Context: an optimization exercise on an open-source flow, tuned for small area. The choices shown serve that exercise and are no tape-out recipe.
Function was checked by simulation only, so behaviour that the tests miss may differ from the original.
The clock port is modelled as an ideal driver; clocking choices that lean on that would not hold on a real chip.
Power and IR drop assume default switching activity.

==> flow/design.v <==
`timescale 1ns/10ps
package rvPkg;
    localparam logic [6:0] opLoad  = 7'b0000011;
    localparam logic [6:0] opImm   = 7'b0010011;
    localparam logic [6:0] opStore = 7'b0100011;
    localparam logic [6:0] opReg   = 7'b0110011;
    typedef logic [3:0] aluOpE;
    localparam logic [3:0] aluAdd = 4'b0000;
    localparam logic [3:0] aluSll = 4'b0001;
    localparam logic [3:0] aluXor = 4'b0100;
    localparam logic [3:0] aluSrl = 4'b0101;
    localparam logic [3:0] aluOr  = 4'b0110;
    localparam logic [3:0] aluAnd = 4'b0111;
    localparam logic [3:0] aluSub = 4'b1000;
    localparam logic [3:0] aluSra = 4'b1101;
    typedef logic wbSrcE;
    localparam logic       wbAlu = 1'b0;
    localparam logic       wbMem = 1'b1;
    typedef struct packed {
        logic             valid;
        logic [32-1:0] word;
    } instrInT;
    typedef struct packed {
        logic                   valid;
        logic                   regWrite;
        logic                   memRead;
        logic                   memWrite;
        wbSrcE                  wbSrc;
        aluOpE                  aluOp;
        logic                   useImm;    
        logic [5-1:0] rd;
        logic [32-1:0]       rs1Val;
        logic [32-1:0]       rs2Val;
        logic [32-1:0]       imm;
    } idExT;
    typedef struct packed {
        logic                   valid;
        logic                   regWrite;
        logic                   memRead;
        logic                   memWrite;
        wbSrcE                  wbSrc;
        logic [5-1:0] rd;
        logic [32-1:0]       aluResult;   
        logic [32-1:0]       storeData;
    } exMemT;
    typedef struct packed {
        logic                   valid;
        logic [5-1:0] rd;
        logic [32-1:0]       data;
    } wbT;
endpackage
`timescale 1ns/10ps
module aoi3 (
    input  logic s0, d0, s1, d1, s2, d2,
    output logic y
);
    assign y = ~((s0 & d0) | (s1 & d1) | (s2 & d2));
endmodule
module rdSlice32 (
    input  logic [31:0] s,
    input  logic [31:0] d,
    output logic        y
);
    logic [10:0] t;
    for (genvar j = 0; j < 10; j++) begin : g
        aoi3 u (.s0(s[3*j]), .d0(d[3*j]), .s1(s[3*j+1]), .d1(d[3*j+1]),
                .s2(s[3*j+2]), .d2(d[3*j+2]), .y(t[j]));
    end
    assign t[10] = ~((s[30] & d[30]) | (s[31] & d[31]));
    assign y = ~(&t);
endmodule
module rdSlice31 (
    input  logic [30:0] s,
    input  logic [30:0] d,
    output logic        y
);
    logic [10:0] t;
    for (genvar j = 0; j < 10; j++) begin : g
        aoi3 u (.s0(s[3*j]), .d0(d[3*j]), .s1(s[3*j+1]), .d1(d[3*j+1]),
                .s2(s[3*j+2]), .d2(d[3*j+2]), .y(t[j]));
    end
    assign t[10] = ~(s[30] & d[30]);
    assign y = ~(&t);
endmodule
module rdSlice17 (
    input  logic [16:0] s,
    input  logic [16:0] d,
    output logic        y
);
    logic [5:0] t;
    for (genvar j = 0; j < 5; j++) begin : g
        aoi3 u (.s0(s[3*j]), .d0(d[3*j]), .s1(s[3*j+1]), .d1(d[3*j+1]),
                .s2(s[3*j+2]), .d2(d[3*j+2]), .y(t[j]));
    end
    assign t[5] = ~((s[15] & d[15]) | (s[16] & d[16]));
    assign y = ~(&t);
endmodule
module resSlice (
    input  logic [5:0] s,
    input  logic [5:0] d,
    output logic       y
);
    logic [1:0] t;
    aoi3 u0 (.s0(s[0]), .d0(d[0]), .s1(s[1]), .d1(d[1]), .s2(s[2]), .d2(d[2]), .y(t[0]));
    aoi3 u1 (.s0(s[3]), .d0(d[3]), .s1(s[4]), .d1(d[4]), .s2(s[5]), .d2(d[5]), .y(t[1]));
    assign y = ~(&t);
endmodule
`timescale 1ns/10ps
module rvCore (
    input  logic        clock,
    input  logic        arstN,
    input  logic        instrValid,
    input  logic [31:0] instrWord,
    output logic        wbValid,
    output logic [4:0]  wbRd,
    output logic [31:0] wbData
);
    logic [6:0] opc;
    logic       inLoad, inImm, inStore, inReg;
    assign opc     = instrWord[6:0];
    assign inLoad  = (opc == 7'b0000011);
    assign inImm   = (opc == 7'b0010011);
    assign inStore = (opc == 7'b0100011);
    assign inReg   = (opc == 7'b0110011);
    logic        dW, dS;        
    logic        dLd, dR;       
    logic [24:0] dI;            
    always_ff @(posedge clock or negedge arstN) begin
        if (!arstN) begin
            dW <= 1'b0;
            dS <= 1'b0;
        end else begin
            dW <= instrValid && (inLoad || inImm || inReg) && (instrWord[11:7] != 5'd0);
            dS <= instrValid && inStore;
        end
    end
    always_ff @(posedge clock) begin
        dLd <= inLoad;
        dR  <= inReg;
        dI  <= instrWord[31:7];
    end
    logic [4:0]  rdD, rs1A, rs2A;
    logic [2:0]  f3;
    logic        b30, useImm;
    assign rdD    = dI[4:0];
    assign f3     = dI[7:5];
    assign rs1A   = dI[12:8];
    assign rs2A   = dI[17:13];
    assign b30    = dI[23];
    assign useImm = !dR && !dS;    
    logic [31:0] regs [1:31];
    logic [31:1] rValid;
    logic        wV;
    logic [4:0]  wRd;
    logic [31:0] wData;
    always_ff @(posedge clock) begin
        if (wV) regs[wRd] <= wData;
    end
    always_ff @(posedge clock or negedge arstN) begin
        if (!arstN) begin
            rValid <= '0;
        end else if (wV) begin
            rValid[wRd] <= 1'b1;
        end
    end
    logic [31:0] rs1, opB, immI;
    logic [31:1] sel1, sel2;
    assign immI = {{20{dI[24]}}, dI[24:13]};
    for (genvar i = 1; i < 32; i++) begin : gSel
        assign sel1[i] = (rs1A == 5'(i)) && rValid[i];
        assign sel2[i] = (rs2A == 5'(i)) && rValid[i] && !useImm;
    end
    for (genvar b = 0; b < 32; b++) begin : gRd
        logic [31:1] col;
        for (genvar i = 1; i < 32; i++) begin : gCol
            assign col[i] = regs[i][b];
        end
        rdSlice31 u1 (.s(sel1), .d(col), .y(rs1[b]));
        rdSlice32 u2 (.s({useImm, sel2}), .d({immI[b], col}), .y(opB[b]));
    end
    logic        sub, left;
    logic [31:0] bx, sum, shIn, shr, res;
    logic [32:0] sumX;
    logic [4:0]  shamt;
    logic        fill;
    logic [5:0]  rSel;
    assign sub   = dR && b30 && (f3 == 3'b000);
    assign bx    = opB ^ {32{sub}};
    assign sumX  = {rs1, 1'b1} + {bx, sub};
    assign sum   = sumX[32:1];
    assign left  = (f3 == 3'b001);
    assign shamt = opB[4:0];
    for (genvar b = 0; b < 32; b++) begin : gRev
        assign shIn[b] = left ? rs1[31-b] : rs1[b];
    end
    assign fill  = b30 && !left && rs1[31];
    assign shr   = 32'({fill, shIn} >> shamt) | ~(32'hffffffff >> shamt) & {32{fill}};
    assign rSel[0] = !dS && (f3 == 3'b000 || f3 == 3'b010 || f3 == 3'b011);
    assign rSel[1] = !dS && (f3 == 3'b100 || f3 == 3'b110);
    assign rSel[2] = !dS && (f3 == 3'b110 || f3 == 3'b111);
    assign rSel[3] = !dS && (f3 == 3'b101);
    assign rSel[4] = !dS && left;
    assign rSel[5] = dS;
    for (genvar b = 0; b < 32; b++) begin : gRes
        resSlice u (.s(rSel),
                    .d({opB[b], shr[31-b], shr[b], rs1[b] & bx[b], rs1[b] ^ bx[b], sum[b]}),
                    .y(res[b]));
    end
    logic [5:0] immLo, addr;
    assign immLo = {dI[18], dS ? dI[4:0] : dI[17:13]};
    assign addr  = rs1[5:0] + immLo;
    logic        w1, s1, w2, s2;
    logic        ld1, ld2;
    logic [4:0]  rd1, rd2;
    logic [31:0] d1, d2;
    logic [3:0]  a1, a2;
    always_ff @(posedge clock or negedge arstN) begin
        if (!arstN) begin
            w1 <= 1'b0;
            s1 <= 1'b0;
            w2 <= 1'b0;
            s2 <= 1'b0;
        end else begin
            w1 <= dW;
            s1 <= dS;
            w2 <= w1;
            s2 <= s1;
        end
    end
    always_ff @(posedge clock) begin
        ld1 <= dLd;
        rd1 <= rdD;
        d1  <= res;
        a1  <= addr[5:2];
        ld2 <= ld1;
        rd2 <= rd1;
        d2  <= d1;
        a2  <= a1;
    end
    logic [31:0] dmem [16];
    always_ff @(posedge clock) begin
        if (s2) dmem[a2] <= d2;
    end
    logic [15:0] mSel;
    logic [31:0] wNext;
    for (genvar i = 0; i < 16; i++) begin : gMSel
        assign mSel[i] = (a2 == 4'(i)) && ld2;
    end
    for (genvar b = 0; b < 32; b++) begin : gMRd
        logic [15:0] col;
        for (genvar i = 0; i < 16; i++) begin : gCol
            assign col[i] = dmem[i][b];
        end
        rdSlice17 u (.s({!ld2, mSel}), .d({d2[b], col}), .y(wNext[b]));
    end
    always_ff @(posedge clock or negedge arstN) begin
        if (!arstN) begin
            wV <= 1'b0;
        end else begin
            wV <= w2;
        end
    end
    always_ff @(posedge clock) begin
        wRd   <= rd2;
        wData <= wNext;
    end
    assign wbValid = wV;
    assign wbRd    = wRd;
    assign wbData  = wData;
endmodule
==> flow/config.mk <==
export PLATFORM = sky130hd
export DESIGN_NAME = rvCore
export DESIGN_NICKNAME = rvCore
export VERILOG_FILES = /design/flow/design.v
export SDC_FILE = /design/flow/constraint.sdc
export NUM_CORES = 4
export LEC_CHECK = 0
export CAP_MARGIN = 20
export CORE_MARGIN = 2
export CORE_UTILIZATION = 40
export SLEW_MARGIN = 20
export SYNTH_HIERARCHICAL = 1
==> flow/constraint.sdc <==
create_clock -name core_clock -period 8.0 [get_ports {clock}]
set_input_delay 1.6000 -clock core_clock [delete_from_list [all_inputs] [get_ports {clock}]]
set_output_delay 1.6000 -clock core_clock [all_outputs]
set_load 0.01 [all_outputs]
standard.sh (not shown) runs the stock make flow with config.mk's settings and CLKGATE_MAP_FILE= SYNTH_SCRIPT=/design/flow/synth_recipe.tcl, a recipe that flattens the netlist after the stock synthesis.
==> flow/flow/run.sh <==
#!/bin/bash
# The standard layout with a leaner clock tree: small leaf clock buffers in
# small clusters, no dummy loads, then only the leaves whose sinks see a slow
# clock edge are upsized, and gates with drive to spare are downsized
# (flow/clkfix.tcl). Ports get minimum-size buffers.
# The make run's full output goes to standard_flow.log in the work folder;
# ORFS keeps each step's log under orfs/logs.
set -euo pipefail
HERE=$(pwd)
CTS="-sink_clustering_enable -repair_clock_nets -dont_use_dummy_load -buf_list sky130_fd_sc_hd__clkbuf_4 -sink_clustering_size 10 -sink_clustering_max_diameter 50"
bash standard.sh "CTS_ARGS=$CTS" "POST_CTS_TCL=$HERE/flow/clkfix.tcl" \
  "BUFFER_PORTS_ARGS=-buffer_cell sky130_fd_sc_hd__buf_1" finish > standard_flow.log 2>&1
==> flow/flow/clkfix.tcl <==
# Upsize clock buffers whose sinks see a slow clock edge, smallest first
proc clk_sink_slew { inst } {
  set mx 0.0
  set net [get_nets -of_objects [get_pins [get_full_name $inst]/X]]
  foreach p [get_pins -of_objects $net -filter "direction==input"] {
    set s [get_property $p slew_max]
    if { $s > $mx } { set mx $s }
  }
  return $mx
}
proc clk_upsize { target } {
  set sizes {sky130_fd_sc_hd__clkbuf_1 sky130_fd_sc_hd__clkbuf_2 sky130_fd_sc_hd__clkbuf_4 sky130_fd_sc_hd__clkbuf_8 sky130_fd_sc_hd__clkbuf_16}
  for { set it 0 } { $it < 12 } { incr it } {
    estimate_parasitics -placement
    set changed 0
    foreach inst [get_cells *] {
      set m [get_property $inst ref_name]
      set i [lsearch $sizes $m]
      if { $i < 0 || $i >= [llength $sizes] - 1 } { continue }
      if { [clk_sink_slew $inst] > $target } {
        replace_cell [get_full_name $inst] [lindex $sizes [expr $i + 1]]
        incr changed
      }
    }
    puts "clk_upsize iteration $it: upsized $changed"
    if { $changed == 0 } { break }
  }
}

# Gates whose only load is one buffer need no more than the smallest drive
proc downsize_buffer_drivers {} {
  set n 0
  set saved 0.0
  foreach inst [get_cells *] {
    set m [get_property $inst ref_name]
    if {![regexp {^sky130_fd_sc_hd__(buf|clkbuf)_\d+$} $m]} continue
    if {[string match "*clkbuf*" $m]} continue
    set name [get_full_name $inst]
    set in [get_nets -of_objects [get_pins $name/A]]
    set pins [get_pins -of_objects $in]
    if {[llength $pins] != 2} continue
    set drv ""
    foreach p $pins { if {[get_property $p direction] eq "output"} { set drv $p } }
    if {$drv eq ""} continue
    set dinst [get_cells -of_objects $drv]
    set dm [get_property $dinst ref_name]
    if {[string match "*df*" $dm] || [string match "*buf*" $dm] || [string match "*dly*" $dm]} continue
    if {![regexp {^(sky130_fd_sc_hd__\w+)_(\d+)$} $dm -> base d]} continue
    if {$d <= 1} continue
    set small ""
    foreach s {1 0} { if {[llength [get_lib_cells -quiet */${base}_$s]] > 0} { set small ${base}_$s; break } }
    if {$small eq ""} continue
    set saved [expr $saved + [get_property [get_lib_cells */$dm] area] - [get_property [get_lib_cells */$small] area]]
    replace_cell [get_full_name $dinst] $small
    incr n
  }
  puts "downsize_buffer_drivers: $n gates, [format %.1f $saved] um2"
}

# Try the smallest drive of every other upsized gate; keep it only if its
# output still meets slew and capacitance limits with margin and the design
# keeps its setup slack.
proc downsize_gates { min_slack } {
  set n 0
  set saved 0.0
  foreach inst [get_cells *] {
    set dm [get_property $inst ref_name]
    if {[string match "*df*" $dm] || [string match "*clkbuf*" $dm] || [string match "*dly*" $dm] || [string match "*tap*" $dm] || [string match "*conb*" $dm]} continue
    if {![regexp {^(sky130_fd_sc_hd__\w+)_(\d+)$} $dm -> base d]} continue
    if {$d <= 1} continue
    set small ""
    foreach s {1 0} { if {[llength [get_lib_cells -quiet */${base}_$s]] > 0} { set small ${base}_$s; break } }
    if {$small eq ""} continue
    set name [get_full_name $inst]
    replace_cell $name $small
    estimate_parasitics -placement
    set ok 1
    foreach p [get_pins -of_objects $inst -filter "direction==output"] {
      if {[get_property $p slew_max] > 0.9} { set ok 0 }
      set net [get_nets -of_objects $p]
      foreach q [get_pins -of_objects $net -filter "direction==input"] {
        if {[get_property $q slew_max] > 0.9} { set ok 0 }
      }
    }
    if {$ok && [sta::worst_slack -max] < $min_slack} { set ok 0 }
    if {$ok} {
      set saved [expr $saved + [get_property [get_lib_cells */$dm] area] - [get_property [get_lib_cells */$small] area]]
      incr n
    } else {
      replace_cell $name $dm
      estimate_parasitics -placement
    }
  }
  puts "downsize_gates: $n gates, [format %.1f $saved] um2"
}

# Run after CTS: upsize leaf clock buffers until every clock sink's estimated
# slew is under the target; give gates that only drive one buffer, and other
# gates with slack and slew to spare, their smallest drive; then legalize the
# placement again.
clk_upsize 0.105
downsize_buffer_drivers
downsize_gates 1.0
detailed_placement
check_placement -verbose
The starting point passed the timing, DRC and antenna checks.
Then changed:
--- a/flow/flow/clkfix.tcl
+++ b/flow/flow/clkfix.tcl
@@ -101 +101 @@
-clk_upsize 0.105
+clk_upsize 0.11
@@ -103 +103 @@
-downsize_gates 1.0
+downsize_gates 0.95
Register-to-register slack got worse by 0.03 ns.
Setup slack got worse by 0.033 ns.
Via count is higher by 0.43%.
Core utilization is lower by 0.13 points.
Routed wire length barely changes.
Non-clock buffer count is unchanged.
First-iteration DRC count is lower by 2.1%.
Design area is lower by 0.30%.
Power is lower by 1.3%.

separate check: timing with driven ports:
The flow's constraints put no driver on any port. The routed layouts listed below were extracted and timed again, unchanged, in two steps. Step 1, drivers: a clkbuf_16 drives clock and a buf_2 each remaining input, both assumed. Step 2 times the ports against the registers' clock, not the clock port: input delays grow and output delays shrink by t, the midpoint of the rising clock arrivals with the driver on. Three values: ideal ports, drivers, drivers and shift; two values: the first two.
| run | shift t [ns] | setup slack, ns | clock arrival spread, ns | worst register clock-pin slew, ns | pins driven straight from the clock port |
|---|---|---|---|---|---|
| the first run | 0.863 | 0.632 / 0.632 / 0.632 | 0.097 / 0.097 | 0.11 / 0.11 | 1 |
| the second run | 0.861 | 0.600 / 0.600 / 0.600 | 0.100 / 0.100 | 0.12 / 0.12 | 1 |
After both steps every run listed still meets setup and hold.
